This is an optimization exercise on Yosys and OpenROAD, whose aim is small area, a short achievable clock period and few clock cycles per item, not a production implementation. At most, simulation tests tie the RTL to the original design; equivalence was not proved. Power figures rest on the tool's default switching activity, not on a simulated workload.

== Q ==
==> module dtd_div4, before the edit <==
module dtd_div4 (
   input  wire logic [11:0] rem,
   input  wire logic [1:0]  nxt,
   input  wire logic [10:0] d,
   output logic [11:0]      rem_o,
   output logic [1:0]       q_o
);
   logic [12:0] t1, t2, r1, r2;
   logic        s1, s2;
   assign s1     = !rem[11];
   assign t1     = {rem, nxt[1]};
   assign r1     = t1 + ({13{s1}} ^ {2'b0, d}) + {12'd0, s1};
   assign q_o[1] = !r1[12];
   assign s2     = !r1[12];
   assign t2     = {r1[11:0], nxt[0]};
   assign r2     = t2 + ({13{s2}} ^ {2'b0, d}) + {12'd0, s2};
   assign q_o[0] = !r2[12];
   assign rem_o  = r2[11:0];
endmodule
==> flow/config.mk <==
export PLATFORM = sky130hd
export DESIGN_NAME = double_talk_detector_unit
export DESIGN_NICKNAME = double_talk_detector_unit
export VERILOG_FILES = /design/flow/design.v
export SDC_FILE = /design/flow/constraint.sdc
export NUM_CORES = 4
export LEC_CHECK = 0
export ABC_CLOCK_PERIOD_IN_PS = 3500
export CAP_MARGIN = 20
export CORE_MARGIN = 2
export CORE_UTILIZATION = 40
export PLACE_DENSITY = 0.6
export SLEW_MARGIN = 20
export SYNTH_HIERARCHICAL = 1
==> flow/constraint.sdc <==
create_clock -name core_clock -period 10.0 [get_ports {clock}]
set_input_delay 2.0000 -clock core_clock [delete_from_list [all_inputs] [get_ports {clock}]]
set_output_delay 2.0000 -clock core_clock [all_outputs]
set_load 0.01 [all_outputs]
standard.sh (not shown) runs the stock make flow with config.mk's settings and CLKGATE_MAP_FILE= SYNTH_SCRIPT=/design/flow/synth_recipe.tcl, a recipe that flattens the netlist after the stock synthesis.
==> flow/flow/run.sh <==
#!/bin/bash
# The standard layout, with timing repair aiming below the clock period:
# repair_timing works to a setup slack of MARGIN ns at the design's clock.
set -euo pipefail
MARGIN=${MARGIN:-6.5}
bash standard.sh finish SETUP_SLACK_MARGIN=$MARGIN > flow.log 2>&1
> inputs changed (Q -> T)
diff --git a/flow/design.v b/flow/design.v
--- a/flow/design.v
+++ b/flow/design.v
@@ -599,14 +599,11 @@
    output logic [1:0]       q_o
 );
    logic [12:0] t1, t2, r1, r2;
-   logic        s1, s2;
-   assign s1     = !rem[11];
    assign t1     = {rem, nxt[1]};
-   assign r1     = t1 + ({13{s1}} ^ {2'b0, d}) + {12'd0, s1};
+   assign r1     = rem[11] ? t1 + {2'b0, d} : t1 - {2'b0, d};
    assign q_o[1] = !r1[12];
-   assign s2     = !r1[12];
    assign t2     = {r1[11:0], nxt[0]};
-   assign r2     = t2 + ({13{s2}} ^ {2'b0, d}) + {12'd0, s2};
+   assign r2     = r1[12] ? t2 + {2'b0, d} : t2 - {2'b0, d};
    assign q_o[0] = !r2[12];
    assign rem_o  = r2[11:0];
 endmodule
Findings:
- T against Q: fmax went down by 21%, global-route wire length before repair went up by 4900 um, post-route total power went down by about 8%, count of cell instances traversed by the critical path went up by 4.
- Q -> T: number of detailed-route iterations in the first pass delta 0, exact match
- | final instance area | T vs Q | worse |
- Re worst-case setup margin in the final layout: T and Q aren't equal, and the lower value belongs to T.
- From Q to T the numbers moved as follows: well-tap cell count went up by 0.87%; switching power total went down by 9.1%.
- Deepest clock path buffer count came out exactly the same in T and Q.
- XOR/XNOR share of the synthesized area (T over Q): decrease, 0.39 points
- Sort T and Q by part of the cycle the worst path needs, ascending, and Q comes first.
Function was not checked in any run of this note: the RTL went through the layout flow alone.

---

run 2:
Another version of the RTL of double_talk_detector_unit (not shown whole).
Size: ~3600 cells after synthesis, ~460 flip-flops, about 69 I/O pins, ~35000 um2 of cells after synthesis.
export LEC_CHECK = 0
export ABC_CLOCK_PERIOD_IN_PS = 3500
export CAP_MARGIN = 20
export CORE_MARGIN = 2
export CORE_UTILIZATION = 40
export PLACE_DENSITY = 0.6
export SLEW_MARGIN = 20
export SYNTH_HIERARCHICAL = 1
create_clock -name core_clock -period 10.0 [get_ports {clock}]
Scripts as last shown in full above: flow/flow/run.sh
Testbench counts of run 2, summed over its fixed seeds: cycles 29,652, items 384.
The inputs of run 3 differ from those of run 2 as listed below.
--- a/flow/design.v
+++ b/flow/design.v
@@ -815,26 +815,26 @@
    logic        d_one, d_two, d_neg;
    always_comb begin
       b_ph_in = b_ph_ff;
       b_j_in  = b_j_ff + 4'd1;
       case (b_ph_ff)
          B_IDLE: begin
             b_j_in = '0;
-            if (a_st_in == A_DIVM || a_st_in == A_DONE) b_ph_in = B_FAR;
+            if (a_st_ff == A_DIVM || a_st_ff == A_DONE) b_ph_in = B_FAR;
          end
          B_FAR, B_MIC, B_RAT: begin
             if (b_j_ff == 4'd10) begin
                b_j_in  = '0;
-               b_ph_in = (b_ph_ff == B_FAR) ? ((a_st_in == A_DONE) ? B_MIC : B_MW) :
+               b_ph_in = (b_ph_ff == B_FAR) ? ((a_st_ff == A_DONE) ? B_MIC : B_MW) :
                          (b_ph_ff == B_MIC) ? B_RAT : B_OUT;
             end
          end
          B_MW: begin
             b_j_in = '0;
-            if (a_st_in == A_DONE) b_ph_in = B_MIC;
+            if (a_st_ff == A_DONE) b_ph_in = B_MIC;
          end
          B_OUT: begin
             b_j_in = '0;
             if (out_free) b_ph_in = B_IDLE;
          end
          default: begin
             b_j_in  = '0;
### Flow results
Sequential cell power (run 3 over run 2): increase, about 3%
Delta (run 3 minus run 2): non-clock buffer instance count of the final layout up 14%; buffers inserted during post-CTS setup optimization now sits higher; peak clock frequency supported by timing saw a decrease; post-route clock period utilization +0.21 points.
Wire length of the first global-routing pass: run 3 vs run 2 up about 2.5%
Run 2 has lower leakage power figure than run 3.
Run 3 vs run 2: global placer's final weighted congestion up
Between run 2 and run 3, the cell count went up.
Run 2 vs run 3, master of the slowest instance on the critical path: or3_4 vs fa_2
Run 3 against run 2; post-detailed-routing wire length is up by a few percent.
Fraction of power spent switching nets: run 3 vs run 2 up 1.6 points
Testbench counts of run 3, summed over its fixed seeds: cycles 29,747, items 384.

[port drivers added, routing unchanged]
In the flow no input, the clock included, has a driving cell. The finished layouts below were timed again as built, in two steps.
Step 1, drivers: a clkbuf_16 drives clock and a buf_2 each remaining input, both assumed.
Step 2 adds t to the input delays and takes it off the output delays; t is the mean of the earliest and latest rising clock arrival at the registers after step 1. Input paths then give back, and output paths get back, about the clock's delay inside the block.
Slacks: no drivers / after step 1 / after step 2; pairs: no drivers / after step 1.
run	t (ns)	setup WS [ns]	latest minus earliest clock arrival (ns)	slew at the worst register clock pin (ns)	pins driven straight from the clock port
Q	0.674	6.034 / 6.034 / 5.924	0.039 / 0.040	0.07 / 0.07	1
T	0.670	4.990 / 4.990 / 4.990	0.026 / 0.026	0.06 / 0.06	1
run 2	0.706	6.457 / 6.457 / 5.909	0.054 / 0.053	0.06 / 0.06	1
run 3	0.686	6.437 / 6.437 / 5.985	0.086 / 0.086	0.06 / 0.06	1
After both steps setup and hold are still met in every run listed. The setup slack of run 2, which loses most, moves by 0.000 ns with the drivers and by -0.548 ns with both steps.
